What follows belongs to an exercise in optimizing a design on an open flow for a short achievable clock period and few clock cycles; a production flow would make more cautious choices. In this exercise RTL edits were held to simulation tests only and were not proved equivalent to the original. Power and IR drop assume default switching activity.

==> inputs of run X <==
==> flow/design.v <==
package mips_pkg;
    localparam int NUM_REGS  = 32;
    localparam int MEM_WORDS = 32;
    typedef logic [31:0]                   word_t;       
    typedef logic [31:0]                   instr_t;
    typedef logic [$clog2(NUM_REGS)-1:0]   reg_addr_t;
    typedef logic [$clog2(MEM_WORDS)-1:0]  mem_addr_t;   
    localparam logic [5:0] OP_RTYPE = 6'b000000;
    localparam logic [5:0] OP_ADDI  = 6'b001000;
    localparam logic [5:0] OP_LW    = 6'b100011;
    localparam logic [5:0] OP_SW    = 6'b101011;
    localparam logic [5:0] FN_ADD = 6'b100000;
    localparam logic [5:0] FN_SUB = 6'b100010;
    localparam logic [5:0] FN_AND = 6'b100100;
    localparam logic [5:0] FN_OR  = 6'b100101;
    localparam logic [5:0] FN_SLT = 6'b101010;
endpackage
`timescale 1ns/1ns
module mips_decode
(
    input  logic                clk,
    input  logic                reset,
    input  logic                instr_valid,
    input  mips_pkg::instr_t    instr,
    input  mips_pkg::word_t     rs_data,
    input  mips_pkg::word_t     rt_data,
    input  logic                r_write,
    input  mips_pkg::reg_addr_t r_dest,
    output logic [31:0]         rs_sel,
    output logic [31:0]         rt_sel,
    output logic                rs_from_r,
    output logic                rt_from_r,
    output logic                rs_from_w,
    output logic                rt_from_w,
    output logic                id_valid,
    output logic [159:0]        id_cmp,
    output logic [31:0]         id_zero,
    output logic [31:0]         id_one,
    output logic                id_fwd_a,
    output logic                ex_write,
    output logic                ex_store,
    output mips_pkg::reg_addr_t ex_dest,
    output logic [15:0]         ex_sel,
    output logic                ex_slt,
    output logic                ex_fwd_sd,
    output mips_pkg::word_t     ex_a,
    output mips_pkg::word_t     ex_a2,
    output mips_pkg::word_t     ex_b,
    output logic                ex_inv,
    output mips_pkg::word_t     ex_sd,
    output logic [31:0]         ex_word_a
);
    logic [5:0]          op;
    logic [5:0]          fn;
    mips_pkg::reg_addr_t rs;
    mips_pkg::reg_addr_t rt;
    logic                is_r;
    logic                d_add;
    logic                d_sub;
    logic                d_and;
    logic                d_or;
    logic                d_slt;
    logic                d_addi;
    logic                d_lw;
    logic                d_sw;
    mips_pkg::reg_addr_t d_dest;
    logic                d_writes;
    logic                hit_id_rs;
    logic                hit_id_rt;
    logic                hit_ex_rs;
    logic                hit_ex_rt;
    logic                hit_r_rs;
    logic                hit_r_rt;
    assign op     = instr[31:26];
    assign fn     = instr[5:0];
    assign rs     = instr[25:21];
    assign rt     = instr[20:16];
    assign is_r   = (op == mips_pkg::OP_RTYPE);
    assign d_add  = is_r && (fn == mips_pkg::FN_ADD);
    assign d_sub  = is_r && (fn == mips_pkg::FN_SUB);
    assign d_and  = is_r && (fn == mips_pkg::FN_AND);
    assign d_or   = is_r && (fn == mips_pkg::FN_OR);
    assign d_slt  = is_r && (fn == mips_pkg::FN_SLT);
    assign d_addi = (op == mips_pkg::OP_ADDI);
    assign d_lw   = (op == mips_pkg::OP_LW);
    assign d_sw   = (op == mips_pkg::OP_SW);
    assign d_dest = is_r ? instr[15:11] : instr[20:16];
    assign d_writes = (d_add || d_sub || d_and || d_or || d_slt || d_addi || d_lw) &&
                      (d_dest != '0);   
    logic                id_wr;
    mips_pkg::reg_addr_t id_dest;
    logic                id_add;
    logic                id_sub;
    logic                id_and;
    logic                id_or;
    logic                id_slt;
    logic                id_addi;
    logic                id_lw;
    logic                id_sw;
    logic                id_rs_ex;
    logic                id_rt_ex;
    logic [15:0]         id_imm;
    assign hit_id_rs = id_wr    && (id_dest == rs);
    assign hit_id_rt = id_wr    && (id_dest == rt);
    assign hit_ex_rs = ex_write && (ex_dest == rs);
    assign hit_ex_rt = ex_write && (ex_dest == rt);
    assign hit_r_rs  = r_write  && (r_dest  == rs);
    assign hit_r_rt  = r_write  && (r_dest  == rt);
    always_ff @(posedge clk)
    begin
        if (reset)
        begin
            id_valid <= 1'b0;
            id_wr    <= 1'b0;
        end
        else
        begin
            id_valid <= instr_valid;
            id_wr    <= instr_valid && d_writes;
        end
    end
    always_ff @(posedge clk)
    begin
        id_dest   <= d_dest;
        id_add    <= d_add;
        id_sub    <= d_sub;
        id_and    <= d_and;
        id_or     <= d_or;
        id_slt    <= d_slt;
        id_addi   <= d_addi;
        id_lw     <= d_lw;
        id_sw     <= d_sw;
        id_imm    <= instr[15:0];
        id_rs_ex  <= hit_id_rs;
        id_rt_ex  <= hit_id_rt;
        rs_from_r <= hit_ex_rs;
        rt_from_r <= hit_ex_rt;
        rs_from_w <= hit_r_rs && !hit_ex_rs;
        rt_from_w <= hit_r_rt && !hit_ex_rt;
        for (int j = 0; j < mips_pkg::NUM_REGS; j++)
        begin
            rs_sel[j] <= (j != 0) && (rs == 5'(j)) && !hit_ex_rs && !hit_r_rs;
            rt_sel[j] <= (j != 0) && (rt == 5'(j)) && !hit_ex_rt && !hit_r_rt;
        end
    end
    logic                use_imm;
    logic                inv;
    logic                fa;
    logic                fb;
    logic                c_ab;
    logic                c_rb;
    logic                c_ar;
    logic                c_rr;
    mips_pkg::word_t     imm_ext;
    logic [31:0]         word_a;
    assign use_imm = id_addi || id_lw || id_sw;
    assign inv     = id_sub || id_slt;
    assign imm_ext = {{16{id_imm[15]}}, id_imm};
    assign fa       = id_rs_ex;
    assign id_fwd_a = fa;
    assign fb   = id_rt_ex && !use_imm;
    assign c_ab = !fa && !fb;
    assign c_rb =  fa && !fb;
    assign c_ar = !fa &&  fb;
    assign c_rr =  fa &&  fb;
    always_comb
    begin
        for (int j = 0; j < mips_pkg::MEM_WORDS; j++)
        begin
            id_cmp[5*j +: 5] = 5'(j) - id_imm[4:0];
            id_zero[j]       = (id_imm[4:0] == 5'(j));          
            id_one[j]        = (id_imm[4:0] == 5'(j) - 5'd1);   
            word_a[j]        = (rs_data[4:0] == id_cmp[5*j +: 5]);
        end
    end
    always_ff @(posedge clk)
    begin
        if (reset)
        begin
            ex_write <= 1'b0;
            ex_store <= 1'b0;
        end
        else
        begin
            ex_write <= id_wr;
            ex_store <= id_valid && id_sw;
        end
    end
    always_ff @(posedge clk)
    begin
        ex_dest    <= id_dest;
        ex_sel[0]  <= c_ab && (id_add || id_sub || id_addi);
        ex_sel[1]  <= c_rb && (id_add || id_sub || id_addi);
        ex_sel[2]  <= c_ar && id_add;
        ex_sel[3]  <= c_ar && id_sub;
        ex_sel[4]  <= c_rr && id_add;
        ex_sel[5]  <= c_ab && id_and;
        ex_sel[6]  <= c_rb && id_and;
        ex_sel[7]  <= c_ar && id_and;
        ex_sel[8]  <= c_ab && id_or;
        ex_sel[9]  <= c_rb && id_or;
        ex_sel[10] <= c_ar && id_or;
        ex_sel[11] <= c_rr && (id_and || id_or);
        ex_sel[12] <= c_ab && id_slt;
        ex_sel[13] <= c_rb && id_slt;
        ex_sel[14] <= c_ar && id_slt;
        ex_sel[15] <= id_lw;
        ex_slt     <= id_slt;
        ex_fwd_sd  <= id_rt_ex;
        ex_a       <= rs_data;
        ex_a2      <= inv ? ~rs_data : rs_data;
        ex_b       <= use_imm ? imm_ext : (inv ? ~rt_data : rt_data);
        ex_inv     <= inv;
        ex_sd      <= rt_data;
        ex_word_a  <= fa ? '0 : word_a;   
    end
endmodule
`timescale 1ns/1ns
module mips_reg_file
(
    input  logic                clk,
    input  logic                reset,
    input  logic [31:0]         rs_sel,
    input  logic [31:0]         rt_sel,
    input  logic                rs_from_r,
    input  logic                rt_from_r,
    input  logic                rs_from_w,
    input  logic                rt_from_w,
    input  mips_pkg::word_t     r_data,
    input  logic [31:0]         w_we,
    input  mips_pkg::word_t     w_data,
    output mips_pkg::word_t     rs_data,
    output mips_pkg::word_t     rt_data
);
    mips_pkg::word_t regs [1:mips_pkg::NUM_REGS-1];
    always_ff @(posedge clk)
    begin
        for (int i = 1; i < mips_pkg::NUM_REGS; i++)
        begin
            if (reset)
                regs[i] <= 32'(i);   
            else if (w_we[i])
                regs[i] <= w_data;
        end
    end
    always_comb
    begin
        rs_data = ({32{rs_from_r}} & r_data) | ({32{rs_from_w}} & w_data);
        rt_data = ({32{rt_from_r}} & r_data) | ({32{rt_from_w}} & w_data);
        for (int i = 1; i < mips_pkg::NUM_REGS; i++)
        begin
            rs_data = rs_data | ({32{rs_sel[i]}} & regs[i]);
            rt_data = rt_data | ({32{rt_sel[i]}} & regs[i]);
        end
    end
endmodule
`timescale 1ns/1ns
module mips_execute
(
    input  logic                clk,
    input  logic                reset,
    input  logic                ex_write,
    input  mips_pkg::reg_addr_t ex_dest,
    input  logic [15:0]         ex_sel,
    input  logic                ex_slt,
    input  logic                ex_fwd_sd,
    input  mips_pkg::word_t     ex_a,
    input  mips_pkg::word_t     ex_a2,
    input  mips_pkg::word_t     ex_b,
    input  logic                ex_inv,
    input  mips_pkg::word_t     ex_sd,
    input  logic [31:0]         ex_word_a,
    input  logic [159:0]        id_cmp,
    input  logic [31:0]         id_zero,
    input  logic [31:0]         id_one,
    input  logic                id_fwd_a,
    input  mips_pkg::word_t     load_data,
    output logic [31:0]         mem_word,
    output mips_pkg::word_t     store_data,
    output logic                r_write,
    output mips_pkg::reg_addr_t r_dest,
    output mips_pkg::word_t     r_data
);
    logic [33:0]     s_ab;
    logic [33:0]     s_rb;
    logic [32:0]     s_ar;
    logic            lt;
    mips_pkg::word_t value;
    logic [31:0]     word_r;
    logic [31:0]     word_r_next;
    assign s_ab = {1'b0, ex_a,   1'b1} + {1'b0, ex_b, ex_inv};
    assign s_rb = {1'b0, r_data, 1'b1} + {1'b0, ex_b, ex_inv};
    assign s_ar = {1'b0, ex_a2} + {1'b0, r_data};
    assign value = ({32{ex_sel[0]}}  & s_ab[32:1])
                 | ({32{ex_sel[1]}}  & s_rb[32:1])
                 | ({32{ex_sel[2]}}  & s_ar[31:0])
                 | ({32{ex_sel[3]}}  & ~s_ar[31:0])
                 | ({32{ex_sel[4]}}  & {r_data[30:0], 1'b0})
                 | ({32{ex_sel[5]}}  & (ex_a & ex_b))
                 | ({32{ex_sel[6]}}  & (r_data & ex_b))
                 | ({32{ex_sel[7]}}  & (ex_a2 & r_data))
                 | ({32{ex_sel[8]}}  & (ex_a | ex_b))
                 | ({32{ex_sel[9]}}  & (r_data | ex_b))
                 | ({32{ex_sel[10]}} & (ex_a2 | r_data))
                 | ({32{ex_sel[11]}} & r_data)
                 | ({32{ex_sel[15]}} & load_data);
    assign lt = (ex_sel[12] && !s_ab[33])
             || (ex_sel[13] && !s_rb[33])
             || (ex_sel[14] && s_ar[32]);
    assign mem_word   = word_r | ex_word_a;
    assign store_data = ex_fwd_sd ? r_data : ex_sd;
    always_comb
    begin
        for (int j = 0; j < mips_pkg::MEM_WORDS; j++)
        begin
            if (!id_fwd_a)
                word_r_next[j] = 1'b0;
            else if (ex_slt)
                word_r_next[j] = lt ? id_one[j] : id_zero[j];
            else
                word_r_next[j] = (value[4:0] == id_cmp[5*j +: 5]);
        end
    end
    always_ff @(posedge clk)
    begin
        if (reset)
            r_write <= 1'b0;
        else
            r_write <= ex_write;
    end
    always_ff @(posedge clk)
    begin
        r_dest <= ex_dest;
        r_data <= {value[31:1], value[0] | lt};
        word_r <= word_r_next;
    end
endmodule
`timescale 1ns/1ns
module mips_result
(
    input  logic                clk,
    input  logic                reset,
    input  logic                ex_store,
    input  logic [31:0]         mem_word,
    input  mips_pkg::word_t     store_data,
    input  logic                r_write,
    input  mips_pkg::reg_addr_t r_dest,
    input  mips_pkg::word_t     r_data,
    output mips_pkg::word_t     load_data,
    output logic [31:0]         w_we,
    output mips_pkg::word_t     w_data
);
    mips_pkg::word_t data_mem [0:mips_pkg::MEM_WORDS-1];
    always_comb
    begin
        load_data = '0;
        for (int j = 0; j < mips_pkg::MEM_WORDS; j++)
            load_data = load_data | ({32{mem_word[j]}} & data_mem[j]);
    end
    always_ff @(posedge clk)
    begin
        for (int j = 0; j < mips_pkg::MEM_WORDS; j++)
        begin
            if (reset)
                data_mem[j] <= 32'(j);   
            else if (ex_store && mem_word[j])
                data_mem[j] <= store_data;
        end
    end
    always_ff @(posedge clk)
    begin
        for (int j = 0; j < mips_pkg::NUM_REGS; j++)
        begin
            if (reset)
                w_we[j] <= 1'b0;
            else
                w_we[j] <= r_write && (r_dest == 5'(j));
        end
    end
    always_ff @(posedge clk)
    begin
        w_data <= r_data;
    end
endmodule
`timescale 1ns/1ns
module mips_pipe_top
(
    input  logic                clk,
    input  logic                reset,
    input  logic                instr_valid,
    input  mips_pkg::instr_t    instr,
    output logic                instr_credit,
    output logic                wb_valid,
    output mips_pkg::reg_addr_t wb_reg,
    output mips_pkg::word_t     wb_data
);
    logic [31:0]         rs_sel;
    logic [31:0]         rt_sel;
    logic                rs_from_r;
    logic                rt_from_r;
    logic                rs_from_w;
    logic                rt_from_w;
    mips_pkg::word_t     rs_data;
    mips_pkg::word_t     rt_data;
    logic                id_valid;
    logic [159:0]        id_cmp;
    logic [31:0]         id_zero;
    logic [31:0]         id_one;
    logic                id_fwd_a;
    logic                ex_write;
    logic                ex_store;
    mips_pkg::reg_addr_t ex_dest;
    logic [15:0]         ex_sel;
    logic                ex_slt;
    logic                ex_fwd_sd;
    mips_pkg::word_t     ex_a;
    mips_pkg::word_t     ex_a2;
    mips_pkg::word_t     ex_b;
    logic                ex_inv;
    mips_pkg::word_t     ex_sd;
    logic [31:0]         ex_word_a;
    logic [31:0]         mem_word;
    mips_pkg::word_t     store_data;
    mips_pkg::word_t     load_data;
    logic                r_write;
    mips_pkg::reg_addr_t r_dest;
    mips_pkg::word_t     r_data;
    logic [31:0]         w_we;
    mips_pkg::word_t     w_data;
    assign instr_credit = id_valid;   
    assign wb_valid     = r_write;
    assign wb_reg       = r_dest;
    assign wb_data      = r_data;
    mips_decode   decode_i   (.*);
    mips_reg_file reg_file_i (.*);
    mips_execute  execute_i  (.*);
    mips_result   result_i   (.*);
endmodule
==> flow/run.sh <==
#!/bin/bash
# synth_recipe.tcl (not shown) runs the flow's synth.tcl, then flattens the netlist and writes it again
# the make line also repeats each setting of config.mk as NAME=value (left out here)
make -C /OpenROAD-flow-scripts/flow DESIGN_CONFIG=/design/flow/config.mk WORK_HOME=/design/flow/orfs CLKGATE_MAP_FILE= SYNTH_SCRIPT=/design/flow/synth_recipe.tcl finish
==> flow/config.mk <==
export PLATFORM = sky130hd
export DESIGN_NAME = mips_pipe_top
export DESIGN_NICKNAME = mips_pipe_top
export VERILOG_FILES = /design/flow/design.v
export SDC_FILE = /design/flow/constraint.sdc
export NUM_CORES = 4
export LEC_CHECK = 0
export CAP_MARGIN = 20
export CORE_MARGIN = 2
export CORE_UTILIZATION = 45
export CTS_CLUSTER_DIAMETER = 80
export CTS_CLUSTER_SIZE = 24
export SETUP_SLACK_MARGIN = 3.8
export SLEW_MARGIN = 20
export TNS_END_PERCENT = 100
==> flow/constraint.sdc <==
create_clock -name core_clock -period 6.5 [get_ports {clk}]
set_input_delay 1.3000 -clock core_clock [delete_from_list [all_inputs] [get_ports {clk}]]
set_output_delay 1.3000 -clock core_clock [all_outputs]
set_load 0.01 [all_outputs]
==> run P (differences from run X) <==
--- a/flow/design.v
+++ b/flow/design.v
@@ -42,6 +42,7 @@
     output mips_pkg::reg_addr_t ex_dest,
     output logic [15:0]         ex_sel,
     output logic                ex_slt,
+    output logic                ex_other,
     output logic                ex_fwd_sd,
     output mips_pkg::word_t     ex_a,
     output mips_pkg::word_t     ex_a2,
@@ -206,6 +207,7 @@
         ex_sel[14] <= c_ar && id_slt;
         ex_sel[15] <= id_lw;
         ex_slt     <= id_slt;
+        ex_other   <= id_and || id_or || (c_rr && id_sub);   
         ex_fwd_sd  <= id_rt_ex;
         ex_a       <= rs_data;
         ex_a2      <= inv ? ~rs_data : rs_data;
@@ -263,6 +265,7 @@
     input  mips_pkg::reg_addr_t ex_dest,
     input  logic [15:0]         ex_sel,
     input  logic                ex_slt,
+    input  logic                ex_other,
     input  logic                ex_fwd_sd,
     input  mips_pkg::word_t     ex_a,
     input  mips_pkg::word_t     ex_a2,
@@ -286,11 +289,19 @@
     logic [32:0]     s_ar;
     logic            lt;
     mips_pkg::word_t value;
+    mips_pkg::word_t other;
     logic [31:0]     word_r;
     logic [31:0]     word_r_next;
     assign s_ab = {1'b0, ex_a,   1'b1} + {1'b0, ex_b, ex_inv};
     assign s_rb = {1'b0, r_data, 1'b1} + {1'b0, ex_b, ex_inv};
     assign s_ar = {1'b0, ex_a2} + {1'b0, r_data};
+    assign other = ({32{ex_sel[5]}}  & (ex_a & ex_b))
+                 | ({32{ex_sel[6]}}  & (r_data & ex_b))
+                 | ({32{ex_sel[7]}}  & (ex_a2 & r_data))
+                 | ({32{ex_sel[8]}}  & (ex_a | ex_b))
+                 | ({32{ex_sel[9]}}  & (r_data | ex_b))
+                 | ({32{ex_sel[10]}} & (ex_a2 | r_data))
+                 | ({32{ex_sel[11]}} & r_data);
     assign value = ({32{ex_sel[0]}}  & s_ab[32:1])
                  | ({32{ex_sel[1]}}  & s_rb[32:1])
                  | ({32{ex_sel[2]}}  & s_ar[31:0])
@@ -313,12 +324,15 @@
     begin
         for (int j = 0; j < mips_pkg::MEM_WORDS; j++)
         begin
-            if (!id_fwd_a)
-                word_r_next[j] = 1'b0;
-            else if (ex_slt)
-                word_r_next[j] = lt ? id_one[j] : id_zero[j];
-            else
-                word_r_next[j] = (value[4:0] == id_cmp[5*j +: 5]);
+            word_r_next[j] = id_fwd_a &&
+                ((ex_sel[0]  && s_ab[5:1] == id_cmp[5*j +: 5])
+              || (ex_sel[1]  && s_rb[5:1] == id_cmp[5*j +: 5])
+              || (ex_sel[2]  && s_ar[4:0] == id_cmp[5*j +: 5])
+              || (ex_sel[3]  && ~s_ar[4:0] == id_cmp[5*j +: 5])
+              || (ex_sel[4]  && {r_data[3:0], 1'b0} == id_cmp[5*j +: 5])
+              || (ex_sel[15] && load_data[4:0] == id_cmp[5*j +: 5])
+              || (ex_slt     && (lt ? id_one[j] : id_zero[j]))
+              || (ex_other   && other[4:0] == id_cmp[5*j +: 5]));
         end
     end
     always_ff @(posedge clk)
@@ -412,6 +426,7 @@
     mips_pkg::reg_addr_t ex_dest;
     logic [15:0]         ex_sel;
     logic                ex_slt;
+    logic                ex_other;
     logic                ex_fwd_sd;
     mips_pkg::word_t     ex_a;
     mips_pkg::word_t     ex_a2;
- CORE_UTILIZATION: 45 -> 50
- PLACE_DENSITY: unset -> 0.7
==> run G (differences from run X) <==
--- a/flow/design.v
+++ b/flow/design.v
@@ -42,6 +42,7 @@
     output mips_pkg::reg_addr_t ex_dest,
     output logic [15:0]         ex_sel,
     output logic                ex_slt,
+    output logic                ex_other,
     output logic                ex_fwd_sd,
     output mips_pkg::word_t     ex_a,
     output mips_pkg::word_t     ex_a2,
@@ -206,6 +207,7 @@
         ex_sel[14] <= c_ar && id_slt;
         ex_sel[15] <= id_lw;
         ex_slt     <= id_slt;
+        ex_other   <= id_and || id_or || (c_rr && id_sub);   
         ex_fwd_sd  <= id_rt_ex;
         ex_a       <= rs_data;
         ex_a2      <= inv ? ~rs_data : rs_data;
@@ -263,6 +265,7 @@
     input  mips_pkg::reg_addr_t ex_dest,
     input  logic [15:0]         ex_sel,
     input  logic                ex_slt,
+    input  logic                ex_other,
     input  logic                ex_fwd_sd,
     input  mips_pkg::word_t     ex_a,
     input  mips_pkg::word_t     ex_a2,
@@ -286,11 +289,19 @@
     logic [32:0]     s_ar;
     logic            lt;
     mips_pkg::word_t value;
+    mips_pkg::word_t other;
     logic [31:0]     word_r;
     logic [31:0]     word_r_next;
     assign s_ab = {1'b0, ex_a,   1'b1} + {1'b0, ex_b, ex_inv};
     assign s_rb = {1'b0, r_data, 1'b1} + {1'b0, ex_b, ex_inv};
     assign s_ar = {1'b0, ex_a2} + {1'b0, r_data};
+    assign other = ({32{ex_sel[5]}}  & (ex_a & ex_b))
+                 | ({32{ex_sel[6]}}  & (r_data & ex_b))
+                 | ({32{ex_sel[7]}}  & (ex_a2 & r_data))
+                 | ({32{ex_sel[8]}}  & (ex_a | ex_b))
+                 | ({32{ex_sel[9]}}  & (r_data | ex_b))
+                 | ({32{ex_sel[10]}} & (ex_a2 | r_data))
+                 | ({32{ex_sel[11]}} & r_data);
     assign value = ({32{ex_sel[0]}}  & s_ab[32:1])
                  | ({32{ex_sel[1]}}  & s_rb[32:1])
                  | ({32{ex_sel[2]}}  & s_ar[31:0])
@@ -313,12 +324,15 @@
     begin
         for (int j = 0; j < mips_pkg::MEM_WORDS; j++)
         begin
-            if (!id_fwd_a)
-                word_r_next[j] = 1'b0;
-            else if (ex_slt)
-                word_r_next[j] = lt ? id_one[j] : id_zero[j];
-            else
-                word_r_next[j] = (value[4:0] == id_cmp[5*j +: 5]);
+            word_r_next[j] = id_fwd_a &&
+                ((ex_sel[0]  && s_ab[5:1] == id_cmp[5*j +: 5])
+              || (ex_sel[1]  && s_rb[5:1] == id_cmp[5*j +: 5])
+              || (ex_sel[2]  && s_ar[4:0] == id_cmp[5*j +: 5])
+              || (ex_sel[3]  && ~s_ar[4:0] == id_cmp[5*j +: 5])
+              || (ex_sel[4]  && {r_data[3:0], 1'b0} == id_cmp[5*j +: 5])
+              || (ex_sel[15] && load_data[4:0] == id_cmp[5*j +: 5])
+              || (ex_slt     && (lt ? id_one[j] : id_zero[j]))
+              || (ex_other   && other[4:0] == id_cmp[5*j +: 5]));
         end
     end
     always_ff @(posedge clk)
@@ -412,6 +426,7 @@
     mips_pkg::reg_addr_t ex_dest;
     logic [15:0]         ex_sel;
     logic                ex_slt;
+    logic                ex_other;
     logic                ex_fwd_sd;
     mips_pkg::word_t     ex_a;
     mips_pkg::word_t     ex_a2;
==> run Z (differences from run X) <==
--- a/flow/design.v
+++ b/flow/design.v
@@ -42,6 +42,7 @@
     output mips_pkg::reg_addr_t ex_dest,
     output logic [15:0]         ex_sel,
     output logic                ex_slt,
+    output logic                ex_other,
     output logic                ex_fwd_sd,
     output mips_pkg::word_t     ex_a,
     output mips_pkg::word_t     ex_a2,
@@ -206,6 +207,7 @@
         ex_sel[14] <= c_ar && id_slt;
         ex_sel[15] <= id_lw;
         ex_slt     <= id_slt;
+        ex_other   <= id_and || id_or || (c_rr && id_sub);   
         ex_fwd_sd  <= id_rt_ex;
         ex_a       <= rs_data;
         ex_a2      <= inv ? ~rs_data : rs_data;
@@ -263,6 +265,7 @@
     input  mips_pkg::reg_addr_t ex_dest,
     input  logic [15:0]         ex_sel,
     input  logic                ex_slt,
+    input  logic                ex_other,
     input  logic                ex_fwd_sd,
     input  mips_pkg::word_t     ex_a,
     input  mips_pkg::word_t     ex_a2,
@@ -286,11 +289,19 @@
     logic [32:0]     s_ar;
     logic            lt;
     mips_pkg::word_t value;
+    mips_pkg::word_t other;
     logic [31:0]     word_r;
     logic [31:0]     word_r_next;
     assign s_ab = {1'b0, ex_a,   1'b1} + {1'b0, ex_b, ex_inv};
     assign s_rb = {1'b0, r_data, 1'b1} + {1'b0, ex_b, ex_inv};
     assign s_ar = {1'b0, ex_a2} + {1'b0, r_data};
+    assign other = ({32{ex_sel[5]}}  & (ex_a & ex_b))
+                 | ({32{ex_sel[6]}}  & (r_data & ex_b))
+                 | ({32{ex_sel[7]}}  & (ex_a2 & r_data))
+                 | ({32{ex_sel[8]}}  & (ex_a | ex_b))
+                 | ({32{ex_sel[9]}}  & (r_data | ex_b))
+                 | ({32{ex_sel[10]}} & (ex_a2 | r_data))
+                 | ({32{ex_sel[11]}} & r_data);
     assign value = ({32{ex_sel[0]}}  & s_ab[32:1])
                  | ({32{ex_sel[1]}}  & s_rb[32:1])
                  | ({32{ex_sel[2]}}  & s_ar[31:0])
@@ -313,12 +324,15 @@
     begin
         for (int j = 0; j < mips_pkg::MEM_WORDS; j++)
         begin
-            if (!id_fwd_a)
-                word_r_next[j] = 1'b0;
-            else if (ex_slt)
-                word_r_next[j] = lt ? id_one[j] : id_zero[j];
-            else
-                word_r_next[j] = (value[4:0] == id_cmp[5*j +: 5]);
+            word_r_next[j] = id_fwd_a &&
+                ((ex_sel[0]  && s_ab[5:1] == id_cmp[5*j +: 5])
+              || (ex_sel[1]  && s_rb[5:1] == id_cmp[5*j +: 5])
+              || (ex_sel[2]  && s_ar[4:0] == id_cmp[5*j +: 5])
+              || (ex_sel[3]  && ~s_ar[4:0] == id_cmp[5*j +: 5])
+              || (ex_sel[4]  && {r_data[3:0], 1'b0} == id_cmp[5*j +: 5])
+              || (ex_sel[15] && load_data[4:0] == id_cmp[5*j +: 5])
+              || (ex_slt     && (lt ? id_one[j] : id_zero[j]))
+              || (ex_other   && other[4:0] == id_cmp[5*j +: 5]));
         end
     end
     always_ff @(posedge clk)
@@ -412,6 +426,7 @@
     mips_pkg::reg_addr_t ex_dest;
     logic [15:0]         ex_sel;
     logic                ex_slt;
+    logic                ex_other;
     logic                ex_fwd_sd;
     mips_pkg::word_t     ex_a;
     mips_pkg::word_t     ex_a2;
- PLACE_DENSITY: unset -> 0.65
- SETUP_SLACK_MARGIN: 3.8 -> 3.5
==> flow_summary_export.csv <==
group,metric,value,unit
placed_design,dp_worst_setup_slack,1820,ps
pwr,power_frac_seq,50.9,%
floorplanning,fp-row-count,183,
worst_setup_path,arrival,4010,ps
drt,first_pass_iters,15,
floorplanning,n_tap_cell,3330,
drt,routed-via-count,108177,
yosys,synth_commonest_cells,"dfxtp_1 (2,435), nor2_1 (2,177), clkbuf_1 (1,050)",
worst_setup_path,critPathLaunch,"execute_i.r_data[0]",
pwr,cellPowerDensity,229,nW/µm²
final_layout,multiInputGateArea,62900,µm²
pwr,powerComb,4.69,mW
final_layout,seq_cells,2435,
yosys,synth_fa_ha_area_share,2.41,%
run_status,status,"finished clean",
sta,finalCritPeriodShare,50.1,%
(the above is from run G)
==> flow_summary_export.csv <==
group,metric,value,unit
run_status,status,"finished clean",
placed_design,dp_worst_setup_slack,1690,ps
yosys,synth_commonest_cells,"dfxtp_1 (2,435), nor2_1 (2,177), clkbuf_1 (1,050)",
sta,max_freq,296,MHz
worst_setup_path,arrival,4130,ps
worst_hold_path,hold_start,"decode_i.id_lw",
final_layout,multiInputGateArea,61800,µm²
drt,routed-via-count,107887,
final_layout,seq_cells,2435,
pwr,powerComb,4.37,mW
yosys,synth_fa_ha_area_share,2.41,%
drt,first_pass_iters,13,
pwr,cellPowerDensity,232,nW/µm²
floorplanning,fp-row-count,183,
sta,finalCritPeriodShare,52.0,%
worst_setup_path,critPathTopFamily,"buffers and inverters",
(the above is from run Z)
==> flow_summary_export.csv <==
group,metric,value,unit
run_status,status,"finished clean",
yosys,synth_fa_ha_area_share,2.51,%
placed_design,dp_worst_setup_slack,2210,ps
final_layout,seq_cells,2434,
floorplanning,fp-row-count,180,
yosys,synth_commonest_cells,"dfxtp_1 (2,434), nor2_1 (2,142), clkbuf_1 (1,054)",
pwr,power_frac_seq,55.9,%
pwr,powerComb,1.91,mW
sta,finalCritPeriodShare,56.0,%
drt,routed-via-count,101452,
worst_setup_path,arrival,4370,ps
pwr,internal-power,19.8,mW
drt,first_pass_iters,14,
floorplanning,n_tap_cell,3185,
(the above is from run X)
==> flow_summary_export.csv <==
group,metric,value,unit
placed_design,dp_worst_setup_slack,1830,ps
worst_setup_path,critPathLaunch,"decode_i.ex_b[0]",
pwr,internal-power,20.7,mW
worst_setup_path,arrival,4050,ps
final_layout,multiInputGateArea,62700,µm²
final_layout,seq_cells,2435,
floorplanning,fp-row-count,174,
run_status,status,"finished clean",
yosys,synth_fa_ha_area_share,2.41,%
pwr,power_frac_seq,51.8,%
floorplanning,n_tap_cell,2992,
sta,finalCritPeriodShare,50.6,%
pwr,powerComb,4.53,mW
drt,first_pass_iters,13,
yosys,yosys-top-cells-area,"dfxtp_1 (43%), mux2i_1 (8.8%), nor2_1 (7.3%)",
yosys,synth_commonest_cells,"dfxtp_1 (2,435), nor2_1 (2,177), clkbuf_1 (1,050)",
(the above is from run P)
Testbench counts of run X, summed over its fixed seeds: cycles 4,824.
Testbench counts of run P, summed over its fixed seeds: cycles 4,824.
Testbench counts of run G, summed over its fixed seeds: cycles 4,824.
Testbench counts of run Z, summed over its fixed seeds: cycles 4,824.

## re-timing with driven ports
The results above use ideal ports. As a check the final layouts listed here were re-extracted and re-timed, cells and wires unchanged. Step 1 sets driving cells, clkbuf_16 on the clock port and buf_2 on the other inputs (assumed; they add their load-dependent delay and slew). Step 2 moves the port delays by t, midway between the first and last clock arrival at a register: inputs arrive t later, outputs are due t later. That takes back most of the time a late clock gives input paths. Three values: ideal ports, drivers, drivers and shift; two values: the first two.
run	shift t [ns]	setup WS [ns]	worst data-port slew with drivers (ns)	cell pins on the clock port's net
run X	0.934	2.858 / 2.858 / 2.858	0.08	1
run P	0.936	3.209 / 3.209 / 2.875	0.09	1
run G	0.934	3.245 / 3.245 / 3.013	0.10	1
run Z	0.946	3.117 / 3.117 / 2.865	0.09	1
After both steps every run listed still meets setup and hold. For run P, which loses most, drivers alone change the setup slack by 0.000 ns; drivers and shift together by -0.334 ns.
